From an optimization exercise on the open Yosys and OpenROAD flow, aimed at a short achievable clock period and few clock cycles; shortcuts taken in it are not production practice. Only simulation tests tie the RTL to the original design; equivalence was not proved. Power and IR drop assume default switching activity.

==> build 95: inputs <==
==> flow/design.v <==
`default_nettype none
package CacheTypes;
    typedef enum logic [1:0] {
        CacheCommand_WriteThrough = 2'd0,
        CacheCommand_Replace      = 2'd1,
        CacheCommand_Invalidate   = 2'd2
    } CacheCommand;
    typedef enum logic [1:0] {
        CacheOp_Load  = 2'd0,
        CacheOp_Store = 2'd1,
        CacheOp_Flush = 2'd2
    } CacheOp;
endpackage
`default_nettype wire
`timescale 1ns/1ps
`default_nettype none
module DCacheAoi22 (
    input  logic a1,
    input  logic a2,
    input  logic b1,
    input  logic b2,
    output logic y
);
    assign y = !((a1 && a2) || (b1 && b2));
endmodule
module DCacheNand3 (
    input  logic a,
    input  logic b,
    input  logic c,
    output logic y
);
    assign y = !(a && b && c);
endmodule
module DCacheNand3B (
    input  logic an,
    input  logic b,
    input  logic c,
    output logic y
);
    assign y = !(!an && b && c);
endmodule
module DCacheNor3 (
    input  logic a,
    input  logic b,
    input  logic c,
    output logic y
);
    assign y = !(a || b || c);
endmodule
module DCacheOr2 (
    input  logic a,
    input  logic b,
    output logic y
);
    assign y = a || b;
endmodule
module DCacheNand2 (
    input  logic a,
    input  logic b,
    output logic y
);
    assign y = !(a && b);
endmodule
module DCacheNand2B (
    input  logic an,
    input  logic b,
    output logic y
);
    assign y = !(!an && b);
endmodule
`default_nettype wire
`timescale 1ns/1ps
`default_nettype none
module DCacheTop (
    input  logic clk,
    input  logic rst,
    input  logic reqValid,
    input  logic [1:0] reqOp,
    input  logic [((7 + 3) + 2)-1:0] reqAddr,
    input  logic [32-1:0] reqData,
    output logic busy,
    output logic respDone,
    output logic [32-1:0] respData,
    output logic [(7 + 3)-1:0] memAddr,
    output logic memReadEnable,
    output logic memWriteEnable,
    output logic [((1 << 2) * 32)-1:0] memWriteValue,
    input  logic memReadDone,
    input  logic memWriteDone,
    input  logic [((1 << 2) * 32)-1:0] memReadValue
);
    localparam int WW = 32;
    localparam int OW = 2;
    localparam int IW = 3;
    localparam int TW = 7;
    localparam int LW = ((1 << 2) * 32);
    localparam int AW = ((7 + 3) + 2);
    localparam int MW = (7 + 3);
    localparam int NL = 1 << IW;
    localparam int NW = 1 << OW;
    logic [NL-1:0] validBits;
    logic [TW-1:0] tags [NL];
    logic [LW-1:0] lines [NL];
    logic stResp;       
    logic rdLoad;       
    logic rdStore;      
    logic stWrite;      
    logic stReadReg;    
    logic hitResp;      
    logic [NW-1:0] respSel;      
    logic hitRespHi;
    logic [NW-1:0] respSelHi;
    logic [NL-1:0] fwdLine;      
    logic [NW-1:0] storeWord;    
    logic [NW-1:0] storeOther;   
    logic storeHitWrite;         
    logic [NW-1:0] dataWord;     
    logic [NL-1:0] idxRegHot;    
    logic [NL-1:0] lookBlock;    
    logic lookData;              
    logic [AW-1:0] addrReg;
    logic [WW-1:0] dataReg;
    logic [MW-1:0] memAddrReg;
    logic [WW-1:0] respReg;      
    logic [LW-1:0] writeLine;    
    logic [IW-1:0] idxReg;
    logic [TW-1:0] tagReg;
    assign idxReg = addrReg[OW +: IW];
    assign tagReg = addrReg[AW-1 -: TW];
    logic [OW-1:0] reqOff;
    logic [IW-1:0] reqIdx;
    logic [TW-1:0] reqTag;
    assign reqOff = reqAddr[OW-1:0];
    assign reqIdx = reqAddr[OW +: IW];
    assign reqTag = reqAddr[AW-1 -: TW];
    logic isLoad, isStore, isFlush;
    assign isLoad = (reqOp == 2'd0);
    assign isStore = (reqOp == 2'd1);
    assign isFlush = (reqOp == 2'd2);
    logic busyRd, busyWr, doneRd, doneWr;
    DCacheNand2B u_busyRd (.an(memReadDone), .b(rdLoad), .y(busyRd));
    DCacheNand2B u_busyWr (.an(memWriteDone), .b(stWrite), .y(busyWr));
    DCacheNand3B u_busy (.an(rdStore), .b(busyRd), .c(busyWr), .y(busy));
    DCacheNand2 u_doneRd (.a(rdLoad), .b(memReadDone), .y(doneRd));
    DCacheNand2 u_doneWr (.a(stWrite), .b(memWriteDone), .y(doneWr));
    DCacheNand3B u_done (.an(stResp), .b(doneRd), .c(doneWr), .y(respDone));
    logic accept;
    assign accept = reqValid && !busy;
    logic [NL-1:0] idxDec;       
    logic [NL-1:0] idxHot;       
    logic [NW-1:0] offHot;       
    logic fwd;
    always_comb begin
        fwd = 1'b0;
        for (int i = 0; i < NL; i++) begin
            idxDec[i] = (reqIdx == IW'(i));
            idxHot[i] = idxDec[i] && !fwdLine[i];
            fwd = fwd || (idxDec[i] && fwdLine[i]);
        end
        for (int w = 0; w < NW; w++) begin
            offHot[w] = (reqOff == OW'(w));
        end
    end
    logic hit;
    always_comb begin
        hit = fwd && (tagReg == reqTag);
        for (int i = 0; i < NL; i++) begin
            hit = hit || (idxHot[i] && validBits[i] && (tags[i] == reqTag));
        end
    end
    logic [NL-1:0][NW-1:0] lookSel;
    logic [NW-1:0] fwdSel;
    always_comb begin
        for (int w = 0; w < NW; w++) begin
            for (int i = 0; i < NL; i++) begin
                lookSel[i][w] = idxHot[i] && offHot[w];
            end
            fwdSel[w] = fwd && offHot[w];
        end
    end
    logic [WW-1:0] lookWord;
    for (genvar b = 0; b < WW; b++) begin : g_look
        logic [35:0] sel, dat;
        logic [17:0] pairN;
        logic [5:0] six;
        logic [1:0] eighteenN;
        for (genvar w = 0; w < NW; w++) begin : g_w
            for (genvar i = 0; i < NL; i++) begin : g_i
                assign sel[w * NL + i] = lookSel[i][w];
                assign dat[w * NL + i] = lines[i][w * WW + b];
            end
            assign sel[32 + w] = fwdSel[w];
            assign dat[32 + w] = memReadValue[w * WW + b];
        end
        for (genvar k = 0; k < 18; k++) begin : g_pair
            DCacheAoi22 u (.a1(sel[2 * k]), .a2(dat[2 * k]),
                           .b1(sel[2 * k + 1]), .b2(dat[2 * k + 1]), .y(pairN[k]));
        end
        for (genvar k = 0; k < 6; k++) begin : g_six
            DCacheNand3 u (.a(pairN[3 * k]), .b(pairN[3 * k + 1]), .c(pairN[3 * k + 2]), .y(six[k]));
        end
        for (genvar k = 0; k < 2; k++) begin : g_eighteen
            DCacheNor3 u (.a(six[3 * k]), .b(six[3 * k + 1]), .c(six[3 * k + 2]), .y(eighteenN[k]));
        end
        DCacheNand2 u_out (.a(eighteenN[0]), .b(eighteenN[1]), .y(lookWord[b]));
    end
    logic [NL-1:0] idxHotW;
    always_comb begin
        for (int i = 0; i < NL; i++) begin
            idxHotW[i] = idxDec[i] && !lookBlock[i];
        end
    end
    logic [LW-1:0] nextWriteLine;
    for (genvar w = 0; w < NW; w++) begin : g_wl
        logic [NL-1:0] lineSel;
        logic reqSel, memSel;
        for (genvar i = 0; i < NL; i++) begin : g_sel
            assign lineSel[i] = idxHotW[i] && !offHot[w];
        end
        assign reqSel = lookData && offHot[w];
        assign memSel = storeOther[w] || (fwd && !offHot[w]);
        for (genvar b = 0; b < WW; b++) begin : g_b
            logic [5:0] pairN;
            logic [1:0] six;
            DCacheAoi22 u_p0 (.a1(storeWord[w]), .a2(dataReg[b]),
                              .b1(reqSel), .b2(reqData[b]), .y(pairN[0]));
            DCacheAoi22 u_p1 (.a1(memSel), .a2(memReadValue[w * WW + b]),
                              .b1(lineSel[0]), .b2(lines[0][w * WW + b]), .y(pairN[1]));
            DCacheAoi22 u_p2 (.a1(lineSel[1]), .a2(lines[1][w * WW + b]),
                              .b1(lineSel[2]), .b2(lines[2][w * WW + b]), .y(pairN[2]));
            DCacheAoi22 u_p3 (.a1(lineSel[3]), .a2(lines[3][w * WW + b]),
                              .b1(lineSel[4]), .b2(lines[4][w * WW + b]), .y(pairN[3]));
            DCacheAoi22 u_p4 (.a1(lineSel[5]), .a2(lines[5][w * WW + b]),
                              .b1(lineSel[6]), .b2(lines[6][w * WW + b]), .y(pairN[4]));
            DCacheNand2 u_p5 (.a(lineSel[7]), .b(lines[7][w * WW + b]), .y(pairN[5]));
            DCacheNand3 u_s0 (.a(pairN[0]), .b(pairN[1]), .c(pairN[2]), .y(six[0]));
            DCacheNand3 u_s1 (.a(pairN[3]), .b(pairN[4]), .c(pairN[5]), .y(six[1]));
            DCacheOr2 u_out (.a(six[0]), .b(six[1]), .y(nextWriteLine[w * WW + b]));
        end
    end
    assign memAddr = memAddrReg;
    assign memReadEnable = stReadReg;
    assign memWriteEnable = stWrite;
    assign memWriteValue = writeLine;
    for (genvar b = 0; b < WW; b++) begin : g_resp
        logic lo, hi, hitTerm;
        logic [NW-1:0] sel;
        logic hs;
        assign sel = (b < WW / 2) ? respSel : respSelHi;
        assign hs = (b < WW / 2) ? hitResp : hitRespHi;
        DCacheAoi22 u_lo (
            .a1(sel[0]), .a2(memReadValue[0 * WW + b]),
            .b1(sel[1]), .b2(memReadValue[1 * WW + b]), .y(lo));
        DCacheAoi22 u_hi (
            .a1(sel[2]), .a2(memReadValue[2 * WW + b]),
            .b1(sel[3]), .b2(memReadValue[3 * WW + b]), .y(hi));
        DCacheNand2 u_hit (.a(hs), .b(respReg[b]), .y(hitTerm));
        DCacheNand3 u_out (.a(lo), .b(hi), .c(hitTerm), .y(respData[b]));
    end
    logic refill;
    assign refill = (isLoad || isStore) && !hit;
    always_ff @(posedge clk) begin
        if (rst) begin
            stResp <= 1'b0;
            rdLoad <= 1'b0;
            rdStore <= 1'b0;
            stWrite <= 1'b0;
            stReadReg <= 1'b0;
            hitResp <= 1'b0;
            respSel <= '0;
            fwdLine <= '0;
            storeWord <= '0;
            storeOther <= '0;
            storeHitWrite <= 1'b0;
            lookBlock <= '0;
            lookData <= 1'b1;
        end else if (accept) begin
            stResp <= !(isLoad || isStore) || (isLoad && hit);
            rdLoad <= isLoad && !hit;
            rdStore <= isStore && !hit;
            stWrite <= isStore && hit;
            stReadReg <= refill;
            hitResp <= isLoad && hit;
            storeHitWrite <= isStore && hit;
            lookData <= !(isStore && !hit);
            for (int w = 0; w < NW; w++) begin
                respSel[w] <= isLoad && !hit && offHot[w];
                storeWord[w] <= isStore && !hit && offHot[w];
                storeOther[w] <= isStore && !hit && !offHot[w];
            end
            for (int i = 0; i < NL; i++) begin
                fwdLine[i] <= isLoad && !hit && idxDec[i];
                lookBlock[i] <= (isLoad && !hit && idxDec[i]) || (isStore && !hit);
            end
        end else begin
            stResp <= 1'b0;
            rdLoad <= rdLoad && !memReadDone;
            rdStore <= rdStore && !memReadDone;
            stWrite <= (stWrite && !memWriteDone) || (rdStore && memReadDone);
            stReadReg <= stReadReg && !memReadDone;
            hitResp <= 1'b0;
            respSel <= memReadDone ? '0 : respSel;
            fwdLine <= memReadDone ? '0 : fwdLine;
            storeWord <= memReadDone ? '0 : storeWord;
            storeOther <= memReadDone ? '0 : storeOther;
            storeHitWrite <= 1'b0;
            lookBlock <= memReadDone ? '0 : lookBlock;
            lookData <= lookData || memReadDone;
        end
    end
    always_ff @(posedge clk) begin
        if (accept) begin
            hitRespHi <= isLoad && hit;
            for (int w = 0; w < NW; w++) begin
                respSelHi[w] <= isLoad && !hit && offHot[w];
            end
        end else begin
            hitRespHi <= 1'b0;
            respSelHi <= memReadDone ? '0 : respSelHi;
        end
    end
    always_ff @(posedge clk) begin
        if (!busy) begin
            addrReg <= reqAddr;
            dataReg <= reqData;
            idxRegHot <= idxDec;
            dataWord <= isStore ? offHot : '0;
        end
    end
    always_ff @(posedge clk) begin
        if (accept) begin
            memAddrReg <= reqAddr[AW-1:OW];
        end
    end
    always_ff @(posedge clk) begin
        respReg <= lookWord;
    end
    always_ff @(posedge clk) begin
        if (!(stWrite && !memWriteDone)) begin
            writeLine <= nextWriteLine;
        end
    end
    logic install;
    assign install = stReadReg && memReadDone;
    always_ff @(posedge clk) begin
        if (rst) begin
            validBits <= '0;
        end else begin
            if (install) begin
                validBits[idxReg] <= 1'b1;
            end
            if (accept && isFlush) begin
                validBits[reqIdx] <= 1'b0;
            end
        end
    end
    always_ff @(posedge clk) begin
        if (install) begin
            tags[idxReg] <= tagReg;
        end
    end
    always_ff @(posedge clk) begin
        for (int i = 0; i < NL; i++) begin
            for (int w = 0; w < NW; w++) begin
                if ((install || (storeHitWrite && dataWord[w])) && idxRegHot[i]) begin
                    lines[i][w * WW +: WW] <= dataWord[w] ? dataReg : memReadValue[w * WW +: WW];
                end
            end
        end
    end
endmodule
`default_nettype wire
==> flow/flow/run.sh <==
#!/bin/bash
# The standard layout (standard.sh), except that the port buffers that
# buffer_ports inserts are sky130 buf_4 cells rather than the delay-cell
# buffers it picks on its own; repair may still resize them.
# The whole make output goes to standard_flow.log, ORFS's per-step logs stay
# under orfs/logs.
set -euo pipefail
bash standard.sh "BUFFER_PORTS_ARGS=-buffer_cell sky130_fd_sc_hd__buf_4" finish > standard_flow.log 2>&1
==> flow/standard.sh <==
#!/bin/bash
# synth_recipe.tcl (not shown) runs the flow's synth.tcl, then flattens the netlist and writes it again
# the make line also repeats each setting of config.mk as NAME=value (left out here)
make -C /OpenROAD-flow-scripts/flow DESIGN_CONFIG=/design/flow/config.mk WORK_HOME=/design/flow/orfs CLKGATE_MAP_FILE= SYNTH_SCRIPT=/design/flow/synth_recipe.tcl "${@:-finish}"
==> flow/config.mk <==
export PLATFORM = sky130hd
export DESIGN_NAME = DCacheTop
export DESIGN_NICKNAME = DCacheTop
export VERILOG_FILES = /design/flow/design.v
export SDC_FILE = /design/flow/constraint.sdc
export NUM_CORES = 4
export LEC_CHECK = 0
export CAP_MARGIN = 40
export CORE_MARGIN = 2
export CORE_UTILIZATION = 40
export CTS_CLUSTER_DIAMETER = 100
export CTS_CLUSTER_SIZE = 24
export PLACE_DENSITY = 0.72
export SETUP_SLACK_MARGIN = 2.7
export SLEW_MARGIN = 60
export SYNTH_HIERARCHICAL = 1
export TNS_END_PERCENT = 5
==> flow/constraint.sdc <==
create_clock -name core_clock -period 5.5 [get_ports {clk}]
set_input_delay 1.1000 -clock core_clock [delete_from_list [all_inputs] [get_ports {clk}]]
set_output_delay 1.1000 -clock core_clock [all_outputs]
set_load 0.01 [all_outputs]
==> inputs of trial 57, as changes to build 95 <==
- CAP_MARGIN: 40 -> 50
- PLACE_DENSITY: 0.72 -> default
- SLEW_MARGIN: 60 -> 75
==> inputs of trial 48, as changes to build 95 <==
- CAP_MARGIN: 40 -> 50
- CORE_UTILIZATION: 40 -> 55
- SLEW_MARGIN: 60 -> 75
==> comparison <==
Cell area: trial 57 is higher than build 95 (3.3%). Of trial 57 and trial 48, trial 48 has the higher first-iteration DRC count (gap 21%, measured against trial 48). Register-to-register slack is about the same in trial 48 and build 95. The highest non-clock buffer count belongs to trial 48, the lowest to build 95. In trial 57 the clock power is higher than in trial 48, by about 0.7%. Between trial 57 and build 95, the lower combinational power is in build 95 (gap about 9%, measured against build 95). Against trial 48, the critical path depth of trial 57 is higher by 11. Clock skew: trial 48 < trial 57 < build 95. Final cell count: trial 48 < build 95 < trial 57.
Testbench counts of build 95, summed over its fixed seeds: cycles 24,267.
Testbench counts of trial 57, summed over its fixed seeds: cycles 24,267.
Testbench counts of trial 48, summed over its fixed seeds: cycles 24,267.

[static timing again, ports no longer ideal]
No port has a modelled driver above. Below, the same layouts with a new extraction and two added sets of constraints. Step 1, drivers: a clkbuf_16 drives clk and a buf_2 each remaining input, both assumed. Step 2, shift: input delay + t, output delay - t, t = (earliest + latest rising clock arrival at the registers) / 2. This alone moves slack from input paths to output paths. a / b / c = ideal ports / drivers / drivers and shift; a / b = the first two.
| run | t (ns) | slack for setup (ns) | cell pins on the clock port's net |
|---|---|---|---|
| build 95 | 0.780 | 2.397 / 2.318 / 1.631 | 1 |
| trial 57 | 0.795 | 2.126 / 2.145 / 1.350 | 1 |
| trial 48 | 0.786 | 2.327 / 2.244 / 1.592 | 1 |
After both steps setup and hold are still met in every run listed. For trial 57, which loses most, drivers alone change the setup slack by +0.019 ns; drivers and shift together by -0.776 ns.
